What follows belongs to an exercise in optimizing a design on an open flow for small area, a short achievable clock period and few clock cycles per item; a production flow would make more cautious choices. Only simulation tests tie the RTL to the original design; equivalence was not proved. Power and IR drop assume default switching activity. No driver is modelled on the clock port, so clocking that relies on it looks cheaper here than on a real chip.

## mx_block_sequencer
module mx_block_sequencer #(
  parameter int BLOCK_SIZE = 32,
  parameter int DATA_W     = 32,
  parameter int EXP_W      = 8
) (
  input  logic                          clk,
  input  logic                          rst,
  input  logic                          in_valid,
  output logic                          in_ready,
  input  logic [DATA_W-1:0]             in_data,
  input  logic                          flush,
  output logic                          out_valid,
  input  logic                          out_ready,
  output logic [DATA_W-1:0]             out_data,
  output logic [EXP_W-1:0]              out_scale,
  output logic                          out_last,
  output logic [$clog2(BLOCK_SIZE)-1:0] out_idx
);
For scale: ~1,200 flip-flops, ~85 I/O pins, roughly 27,000 sq um of cells after synthesis.
clock: 5.0 ns
lec_check: 0
cap_margin: 20
core_margin: 2
core_utilization: 50
cts_buf_list: sky130_fd_sc_hd__clkbuf_8
cts_cluster_diameter: 60
cts_cluster_size: 20
place_density: 0.6
setup_slack_margin: 3.2
slew_margin: 20
run.sh (not shown) runs the stock make flow with config.mk's settings and CLKGATE_MAP_FILE= SYNTH_SCRIPT=/design/flow/synth_recipe.tcl, a recipe that flattens the netlist after the stock synthesis.
Testbench counts at the start, summed over its fixed seeds: cycles 16,656, items 16,384.
==> next run, changes <==
==> flow/flow/run.sh (new file) <==
#!/bin/bash
# Standard layout (the standard.sh, unchanged synthesis) with clock tree synthesis told not
# to add dummy loads. Each tool's output goes to a log of its own here and under orfs/logs.
set -euo pipefail
export CTS_ARGS="-sink_clustering_enable -repair_clock_nets -sink_clustering_size 20 -sink_clustering_max_diameter 60 -buf_list sky130_fd_sc_hd__clkbuf_8 -dont_use_dummy_load"
export BUFFER_PORTS_ARGS="-buffer_cell sky130_fd_sc_hd__buf_2"
bash standard.sh > standard_flow.log 2>&1
==> flow/standard.sh (new file) <==
#!/bin/bash
# synth_recipe.tcl (not shown) runs the flow's synth.tcl, then flattens the netlist and writes it again
# the make line also repeats each setting of config.mk as NAME=value (left out here)
make -C /OpenROAD-flow-scripts/flow DESIGN_CONFIG=/design/flow/config.mk WORK_HOME=/design/flow/orfs CLKGATE_MAP_FILE= SYNTH_SCRIPT=/design/flow/synth_recipe.tcl "${@:-finish}"
- CORE_UTILIZATION: 50 -> 65
- PLACE_DENSITY: 0.6 -> 0.75
removed: flow/run.sh
Effect: Via count is lower by 1.6%; worst setup slack improves by 0.028 ns; cell count falls by 7.3%; core utilization rises by 15 points.
==> next run, changes <==
==> flow/run.sh (new file) <==
#!/bin/bash
# synth_recipe.tcl (not shown) runs the flow's synth.tcl, then flattens the netlist and writes it again
# the make line also repeats each setting of config.mk as NAME=value (left out here)
make -C /OpenROAD-flow-scripts/flow DESIGN_CONFIG=/design/flow/config.mk WORK_HOME=/design/flow/orfs CLKGATE_MAP_FILE= SYNTH_SCRIPT=/design/flow/synth_recipe.tcl finish
- CORE_UTILIZATION: 65 -> 50
- PLACE_DENSITY: 0.75 -> 0.6
- SETUP_SLACK_MARGIN: 3.2 -> 3.0
removed: flow/flow/run.sh
removed: flow/standard.sh
Effect: Total power came out higher by 1.1%; cell area came out higher by 1.5%; combinational power is about the same; cell count came out higher by 7.7%; via count came out higher by 0.99%; non-clock buffer count came out higher by 7; worst setup slack is worse by 0.039 ns; clock-buffer cell count came out higher by 5; sequential power hardly moves; global-route usage came out lower by 3.8 points.
==> next run, changes <==
- CORE_UTILIZATION: 50 -> 80
- PLACE_DENSITY: 0.6 -> 0.88
What happened: The changed run ended with an error in clock tree synthesis with DPL-0033. Area after synthesis does not change. Synthesized cell count stays the same.


## maple
Another version of the RTL of mx_block_sequencer (not shown whole).
Size in the first run: roughly 1,700 cells after synthesis, roughly 0.027 mm2 of cells after synthesis.
clock: 5.0 ns
lec_check: 0
cap_margin: 20
core_margin: 2
core_utilization: 65
cts_buf_list: sky130_fd_sc_hd__clkbuf_8
cts_cluster_diameter: 60
cts_cluster_size: 20
gpl_routability_driven: 0
place_density: 0.75
setup_slack_margin: 3.0
slew_margin: 20
standard.sh (not shown) runs the stock make flow with config.mk's settings and CLKGATE_MAP_FILE= SYNTH_SCRIPT=/design/flow/synth_recipe.tcl, a recipe that flattens the netlist after the stock synthesis.
==> flow/flow/run.sh <==
#!/bin/bash
# Standard layout (the standard.sh, with its unchanged synthesis), except that clock tree
# synthesis adds no dummy loads and the port buffers start as buf_2 cells. make's output goes to
# standard_flow.log here; each step's own log is under orfs/logs.
set -euo pipefail
export CTS_ARGS="-sink_clustering_enable -repair_clock_nets -sink_clustering_size 32 -sink_clustering_max_diameter 70 -buf_list sky130_fd_sc_hd__clkbuf_16 -dont_use_dummy_load"
export BUFFER_PORTS_ARGS="-buffer_cell sky130_fd_sc_hd__buf_2"
bash standard.sh > standard_flow.log 2>&1
In summary, maple completed successfully, with a layout that passed the timing, design-rule and antenna checks.
Testbench counts of maple, summed over its fixed seeds: cycles 16,656, items 16,384.
Here is what was changed in the inputs of violet compared with maple.
diff --git a/flow/flow/run.sh b/flow/flow/run.sh
--- a/flow/flow/run.sh
+++ b/flow/flow/run.sh
@@ -5,3 +5,3 @@
 set -euo pipefail
-export CTS_ARGS="-sink_clustering_enable -repair_clock_nets -sink_clustering_size 32 -sink_clustering_max_diameter 70 -buf_list sky130_fd_sc_hd__clkbuf_16 -dont_use_dummy_load"
+export CTS_ARGS="-sink_clustering_enable -repair_clock_nets -sink_clustering_size 20 -sink_clustering_max_diameter 60 -buf_list sky130_fd_sc_hd__clkbuf_8 -dont_use_dummy_load"
 export BUFFER_PORTS_ARGS="-buffer_cell sky130_fd_sc_hd__buf_2"
diff --git a/flow/config.mk b/flow/config.mk
--- a/flow/config.mk
+++ b/flow/config.mk
@@ -9,3 +9,3 @@
 export CORE_MARGIN = 2
-export CORE_UTILIZATION = 65
+export CORE_UTILIZATION = 60
 export CTS_BUF_LIST = sky130_fd_sc_hd__clkbuf_8
## What came out
maple has higher power than violet.
violet vs. maple: worst setup slack moved down, wire length moved up, synthesized net count level.
violet vs maple on global-route wire length before repair: violet is the higher one.
Here is what was changed in the inputs of delta compared with violet.
diff --git a/flow/flow/run.sh b/flow/flow/run.sh
--- a/flow/flow/run.sh
+++ b/flow/flow/run.sh
@@ -5,3 +5,3 @@
 set -euo pipefail
-export CTS_ARGS="-sink_clustering_enable -repair_clock_nets -sink_clustering_size 20 -sink_clustering_max_diameter 60 -buf_list sky130_fd_sc_hd__clkbuf_8 -dont_use_dummy_load"
+export CTS_ARGS="-sink_clustering_enable -repair_clock_nets -sink_clustering_size 20 -sink_clustering_max_diameter 60 -buf_list {sky130_fd_sc_hd__clkbuf_8 sky130_fd_sc_hd__clkbuf_16} -root_buf sky130_fd_sc_hd__clkbuf_16 -dont_use_dummy_load"
 export BUFFER_PORTS_ARGS="-buffer_cell sky130_fd_sc_hd__buf_2"
diff --git a/flow/config.mk b/flow/config.mk
--- a/flow/config.mk
+++ b/flow/config.mk
@@ -9,3 +9,3 @@
 export CORE_MARGIN = 2
-export CORE_UTILIZATION = 60
+export CORE_UTILIZATION = 65
 export CTS_BUF_LIST = sky130_fd_sc_hd__clkbuf_8
==> notes.md <==
On utilization after layout: between violet and delta, it ends up lower for violet.
Relative to violet, the total power measured on delta has increased by a little under 10%.
Taking violet as the reference, in delta row count -3.9%, power share of the clock group +5.6 points.
Edits applied to the flow inputs when going from delta to onyx:
==> flow/flow/run.sh <==
#!/bin/bash
# Standard layout (the standard.sh, with its unchanged synthesis), except that clock tree
# synthesis adds no dummy loads and the port buffers start as buf_2 cells. make's output goes to
# standard_flow.log here; each step's own log is under orfs/logs.
set -euo pipefail
export CTS_ARGS="-sink_clustering_enable -repair_clock_nets -sink_clustering_size 35 -sink_clustering_max_diameter 70 -buf_list sky130_fd_sc_hd__clkbuf_16 -dont_use_dummy_load"
export BUFFER_PORTS_ARGS="-buffer_cell sky130_fd_sc_hd__buf_2"
bash standard.sh > standard_flow.log 2>&1
Results
onyx completed every stage of the flow, and the final layout passed the timing, design-rule and antenna checks.
Summary of onyx over delta: hold slack lower, portion of total power attributed to combinational logic higher, clock group share of total power lower, minimum clock period after layout higher.
In onyx the cell count turned out 0.89% lower than in delta.
Re number of non-clock buffers in the layout: delta and onyx aren't equal, and the higher value belongs to onyx.
delta → onyx: setup slack now sits lower; ratio of final minimum period to clock period increased by 0.71 points relative to the old numbers; core utilization now smaller.
On clock-cell share of area: between delta and onyx, it ends up lower for onyx.


mx_block_sequencer again, from the RTL that the note above started with.
clock: 5.0 ns
lec_check: 0
cap_margin: 20
core_margin: 2
core_utilization: 65
cts_buf_list: sky130_fd_sc_hd__clkbuf_8
cts_cluster_diameter: 60
cts_cluster_size: 20
gpl_routability_driven: 0
place_density: 0.75
setup_slack_margin: 3.0
slew_margin: 20
==> flow/flow/run.sh <==
#!/bin/bash
# Standard layout (the standard.sh, unchanged synthesis) with clock tree synthesis told not
# to add dummy loads. Each tool's output goes to a log of its own here and under orfs/logs.
set -euo pipefail
export CTS_ARGS="-sink_clustering_enable -repair_clock_nets -sink_clustering_size 20 -sink_clustering_max_diameter 60 -buf_list sky130_fd_sc_hd__clkbuf_8 -dont_use_dummy_load"
export BUFFER_PORTS_ARGS="-buffer_cell sky130_fd_sc_hd__buf_2"
bash standard.sh > standard_flow.log 2>&1
The baseline completed with no timing, DRC or antenna violations.
Testbench counts at the start, summed over its fixed seeds: cycles 16,656, items 16,384.
Change:
==> flow/run.sh (new file) <==
#!/bin/bash
# synth_recipe.tcl (not shown) runs the flow's synth.tcl, then flattens the netlist and writes it again
# the make line also repeats each setting of config.mk as NAME=value (left out here)
make -C /OpenROAD-flow-scripts/flow DESIGN_CONFIG=/design/flow/config.mk WORK_HOME=/design/flow/orfs CLKGATE_MAP_FILE= SYNTH_SCRIPT=/design/flow/synth_recipe.tcl finish
- ABC_AREA: not set -> 1
removed: flow/flow/run.sh
removed: flow/standard.sh
The new run produced a clean layout.
Final cell count came out higher by 5.0%.
Worst setup slack is worse by 0.046 ns.
Hold slack is better by 0.015 ns.
Die area came out higher by 0.82%.
Global-route usage came out higher by 0.46 points.
Synthesized cell count came out higher by 5.8%.
Design area came out higher by 1.1%.
Routed wire length came out higher by 2.7%.
Synthesized area came out higher by 0.83%.
Register-to-register slack is better by 0.11 ns.
Change:
==> flow/flow/run.sh (new file) <==
#!/bin/bash
# Standard layout (the standard.sh, unchanged synthesis) with clock tree synthesis told not
# to add dummy loads. Each tool's output goes to a log of its own here and under orfs/logs.
set -euo pipefail
export CTS_ARGS="-sink_clustering_enable -repair_clock_nets -sink_clustering_size 20 -sink_clustering_max_diameter 60 -buf_list sky130_fd_sc_hd__clkbuf_8 -dont_use_dummy_load"
export BUFFER_PORTS_ARGS="-buffer_cell sky130_fd_sc_hd__buf_2"
bash standard.sh > standard_flow.log 2>&1
==> flow/standard.sh (new file) <==
#!/bin/bash
# synth_recipe.tcl (not shown) runs the flow's synth.tcl, then flattens the netlist and writes it again
# the make line also repeats each setting of config.mk as NAME=value (left out here)
make -C /OpenROAD-flow-scripts/flow DESIGN_CONFIG=/design/flow/config.mk WORK_HOME=/design/flow/orfs CLKGATE_MAP_FILE= SYNTH_SCRIPT=/design/flow/synth_recipe.tcl "${@:-finish}"
- ABC_AREA: 1 -> not set
- GPL_ROUTABILITY_DRIVEN: 0 -> not set
- SETUP_SLACK_MARGIN: 3.0 -> 2.9
removed: flow/run.sh
=>
- wire length drops by 3.3%
- fmax rose by about 2%
- final cell count decreases by about 5%
- area after synthesis falls by about 0.8%
- final area falls by about 2%
- global-route usage goes down by 0.55 points
- sequential power falls by about 3%
- clock power came out lower by about 5%
Change:
--- a/flow/flow/run.sh
+++ b/flow/flow/run.sh
@@ -1,4 +1,5 @@
 #!/bin/bash
-# Standard layout (the standard.sh, unchanged synthesis) with clock tree synthesis told not
-# to add dummy loads. Each tool's output goes to a log of its own here and under orfs/logs.
+# Standard layout (the standard.sh, with its unchanged synthesis), except that clock tree
+# synthesis adds no dummy loads and the port buffers start as buf_2 cells. make's output goes to
+# standard_flow.log here; each step's own log is under orfs/logs.
 set -euo pipefail
- GPL_ROUTABILITY_DRIVEN: not set -> 0
- SETUP_SLACK_MARGIN: 2.9 -> 3.0
- routed wire length rose by 0.71%
- sequential share of layout area decreases by 0.73 points
- final area grows by 0.99%
- worst setup slack is about the same
- clock skew decreases by 0.014 ns
- via count barely changes
- final cell count is higher by 0.47%
- clock-buffer cell count is unchanged
Change:
--- a/flow/flow/run.sh
+++ b/flow/flow/run.sh
@@ -5,3 +5,3 @@
 set -euo pipefail
-export CTS_ARGS="-sink_clustering_enable -repair_clock_nets -sink_clustering_size 20 -sink_clustering_max_diameter 60 -buf_list sky130_fd_sc_hd__clkbuf_8 -dont_use_dummy_load"
+export CTS_ARGS="-sink_clustering_enable -repair_clock_nets -sink_clustering_size 34 -sink_clustering_max_diameter 60 -buf_list sky130_fd_sc_hd__clkbuf_16 -dont_use_dummy_load"
 export BUFFER_PORTS_ARGS="-buffer_cell sky130_fd_sc_hd__buf_2"
The new run produced a clean layout.
Global-route usage barely changes.
Power climbs by 2.5%.
Sequential power stays flat.
Register-to-register slack degrades by 0.04 ns.
Synthesized cell count does not change.
Cell area came out higher by 0.39%.
Clock-buffer cell count goes down by 23.
Setup slack gains 0.0089 ns.
Change:
--- a/flow/flow/run.sh
+++ b/flow/flow/run.sh
@@ -5,3 +5,3 @@
 set -euo pipefail
-export CTS_ARGS="-sink_clustering_enable -repair_clock_nets -sink_clustering_size 34 -sink_clustering_max_diameter 60 -buf_list sky130_fd_sc_hd__clkbuf_16 -dont_use_dummy_load"
+export CTS_ARGS="-sink_clustering_enable -repair_clock_nets -sink_clustering_size 33 -sink_clustering_max_diameter 75 -buf_list sky130_fd_sc_hd__clkbuf_16 -dont_use_dummy_load"
 export BUFFER_PORTS_ARGS="-buffer_cell sky130_fd_sc_hd__buf_2"
Worst setup slack improves by 0.011 ns. Synthesized area does not change. Clock-buffer cell count shrinks by 3. Cell count is about the same. Sequential power hardly moves. Non-clock buffer count shrinks by 3. Combinational power is about the same.


Starting RTL as in the previous note.
export LEC_CHECK = 0
export ABC_AREA = 1
export CAP_MARGIN = 20
export CORE_MARGIN = 2
export CORE_UTILIZATION = 65
export CTS_BUF_LIST = sky130_fd_sc_hd__clkbuf_8
export CTS_CLUSTER_DIAMETER = 60
export CTS_CLUSTER_SIZE = 20
export GPL_ROUTABILITY_DRIVEN = 0
export PLACE_DENSITY = 0.75
export SETUP_SLACK_MARGIN = 3.1
export SLEW_MARGIN = 20
create_clock -name core_clock -period 5.0 [get_ports {clk}]
==> flow/flow/run.sh <==
#!/bin/bash
# Standard layout (the standard.sh, with its unchanged synthesis), except that clock tree
# synthesis builds the tree from clkbuf_16 cells over clusters of up to 30 flip-flops and adds
# no dummy loads, and the port buffers start as buf_2 cells. make's output goes to
# standard_flow.log here; each step's own log is under orfs/logs.
set -euo pipefail
export CTS_ARGS="-sink_clustering_enable -repair_clock_nets -sink_clustering_size 30 -sink_clustering_max_diameter 70 -buf_list sky130_fd_sc_hd__clkbuf_16 -dont_use_dummy_load"
export BUFFER_PORTS_ARGS="-buffer_cell sky130_fd_sc_hd__buf_2"
bash standard.sh > standard_flow.log 2>&1
The starting point finished clean.
Testbench counts at the start, summed over its fixed seeds: cycles 16,656, items 16,384.
Then changed:
==> flow/flow/run.sh (replaced) <==
#!/bin/bash
# Standard layout (the standard.sh, with its unchanged synthesis), except that clock tree
# synthesis adds no dummy loads and the port buffers start as buf_2 cells. make's output goes to
# standard_flow.log here; each step's own log is under orfs/logs.
set -euo pipefail
export CTS_ARGS="-sink_clustering_enable -repair_clock_nets -sink_clustering_size 35 -sink_clustering_max_diameter 80 -buf_list sky130_fd_sc_hd__clkbuf_16 -dont_use_dummy_load"
export BUFFER_PORTS_ARGS="-buffer_cell sky130_fd_sc_hd__buf_2"
bash standard.sh > standard_flow.log 2>&1
--- a/flow/config.mk
+++ b/flow/config.mk
@@ -7,3 +7,2 @@
 export LEC_CHECK = 0
-export ABC_AREA = 1
 export CAP_MARGIN = 20
@@ -16,3 +15,3 @@
 export PLACE_DENSITY = 0.75
-export SETUP_SLACK_MARGIN = 3.1
+export SETUP_SLACK_MARGIN = 3.0
 export SLEW_MARGIN = 20
The new run completed with no timing, DRC or antenna violations.
Cell count decreases by about 4.6%.
Worst setup slack hardly moves.
Fmax is about the same.
Wire length decreases by about 2.7%.
Cell area decreases by about 1.1%.
Synthesized area decreases by 0.83%.
Via count decreases by about 2.8%.
Power decreases by 4.4%.
Worst hold slack degrades by 36 ps.
Synthesized cell count decreases by about 5.5%.
Non-clock buffer count decreases by 1.
Then changed:
--- a/flow/flow/run.sh
+++ b/flow/flow/run.sh
@@ -5,3 +5,3 @@
 set -euo pipefail
-export CTS_ARGS="-sink_clustering_enable -repair_clock_nets -sink_clustering_size 35 -sink_clustering_max_diameter 80 -buf_list sky130_fd_sc_hd__clkbuf_16 -dont_use_dummy_load"
+export CTS_ARGS="-sink_clustering_enable -repair_clock_nets -sink_clustering_size 20 -sink_clustering_max_diameter 60 -buf_list sky130_fd_sc_hd__clkbuf_8 -dont_use_dummy_load"
 export BUFFER_PORTS_ARGS="-buffer_cell sky130_fd_sc_hd__buf_2"
--- a/flow/config.mk
+++ b/flow/config.mk
@@ -15,3 +15,3 @@
 export PLACE_DENSITY = 0.75
-export SETUP_SLACK_MARGIN = 3.0
+export SETUP_SLACK_MARGIN = 3.1
 export SLEW_MARGIN = 20
=>
- final area is higher by 0.52%
- routed wire length rises by 2.2%
- utilization rises by 0.38 points
Then changed:
==> flow/flow/run.sh (replaced) <==
#!/bin/bash
# Standard layout (the standard.sh, unchanged synthesis) with clock tree synthesis told not
# to add dummy loads. Each tool's output goes to a log of its own here and under orfs/logs.
set -euo pipefail
export CTS_ARGS="-sink_clustering_enable -repair_clock_nets -sink_clustering_size 20 -sink_clustering_max_diameter 60 -buf_list sky130_fd_sc_hd__clkbuf_8 -dont_use_dummy_load"
export BUFFER_PORTS_ARGS="-buffer_cell sky130_fd_sc_hd__buf_2"
bash standard.sh > standard_flow.log 2>&1
--- a/flow/config.mk
+++ b/flow/config.mk
@@ -13,5 +13,4 @@
 export CTS_CLUSTER_SIZE = 20
-export GPL_ROUTABILITY_DRIVEN = 0
 export PLACE_DENSITY = 0.75
-export SETUP_SLACK_MARGIN = 3.1
+export SETUP_SLACK_MARGIN = 2.85
 export SLEW_MARGIN = 20
Result: Hold slack got worse by 9.5 ps. Core utilization came out lower by 1.2 points. Global-route usage hardly moves.

## re-timing with driven ports
The flow's constraints put no driver on any port. The routed layouts listed below were extracted and timed again, unchanged, in two steps. Step 1: set_driving_cell puts a clkbuf_16 on clk and a buf_2 on each other input, an assumption about the parent block. Step 2 times the ports against the registers' clock, not the clock port: input delays grow and output delays shrink by t, the midpoint of the rising clock arrivals with the driver on. Three values: no drivers, after step 1, after step 2; two values: the first two.
run	t (ns)	setup WS [ns]	worst hold slack (ns)	worst register clock-pin slew, ns	worst data-port slew with drivers (ns)
the first run of note 1	0.714	2.825 / 2.771 / 2.346	0.318 / 0.318 / 0.318	0.12 / 0.12	0.05
the second run of note 1	0.662	2.854 / 2.804 / 2.335	0.279 / 0.279 / 0.279	0.12 / 0.12	0.07
the third run of note 1	0.703	2.815 / 2.759 / 2.328	0.313 / 0.313 / 0.313	0.12 / 0.12	0.05
maple	0.624	2.894 / 2.841 / 2.430	0.286 / 0.286 / 0.286	0.11 / 0.11	0.07
violet	0.685	2.856 / 2.804 / 2.350	0.264 / 0.264 / 0.264	0.11 / 0.11	0.06
delta	0.629	2.945 / 2.892 / 2.424	0.307 / 0.307 / 0.307	0.08 / 0.08	0.07
onyx	0.617	2.909 / 2.857 / 2.413	0.281 / 0.281 / 0.281	0.12 / 0.12	0.07
the first run of note 3	0.666	2.880 / 2.832 / 2.354	0.299 / 0.299 / 0.299	0.11 / 0.11	0.08
the second run of note 3	0.691	2.834 / 2.782 / 2.353	0.313 / 0.313 / 0.313	0.12 / 0.12	0.07
the third run of note 3	0.660	2.879 / 2.828 / 2.303	0.255 / 0.255 / 0.255	0.12 / 0.12	0.05
the fourth run of note 3	0.666	2.880 / 2.832 / 2.354	0.299 / 0.299 / 0.299	0.11 / 0.11	0.08
the fifth run of note 3	0.631	2.889 / 2.838 / 2.422	0.254 / 0.254 / 0.254	0.11 / 0.11	0.07
the sixth run of note 3	0.622	2.901 / 2.849 / 2.420	0.292 / 0.292 / 0.292	0.11 / 0.11	0.08
the first run of note 4	0.637	2.908 / 2.855 / 2.586	0.295 / 0.295 / 0.295	0.10 / 0.10	0.07
the second run of note 4	0.625	2.908 / 2.857 / 2.398	0.259 / 0.259 / 0.259	0.12 / 0.12	0.08
the third run of note 4	0.668	2.867 / 2.817 / 2.435	0.301 / 0.301 / 0.301	0.11 / 0.11	0.07
the fourth run of note 4	0.666	2.833 / 2.784 / 2.272	0.291 / 0.291 / 0.291	0.12 / 0.12	0.09
After both steps every run listed still meets setup and hold. The setup slack of the third run of note 3, which loses most, moves by -0.051 ns with the drivers and by -0.576 ns with both steps.
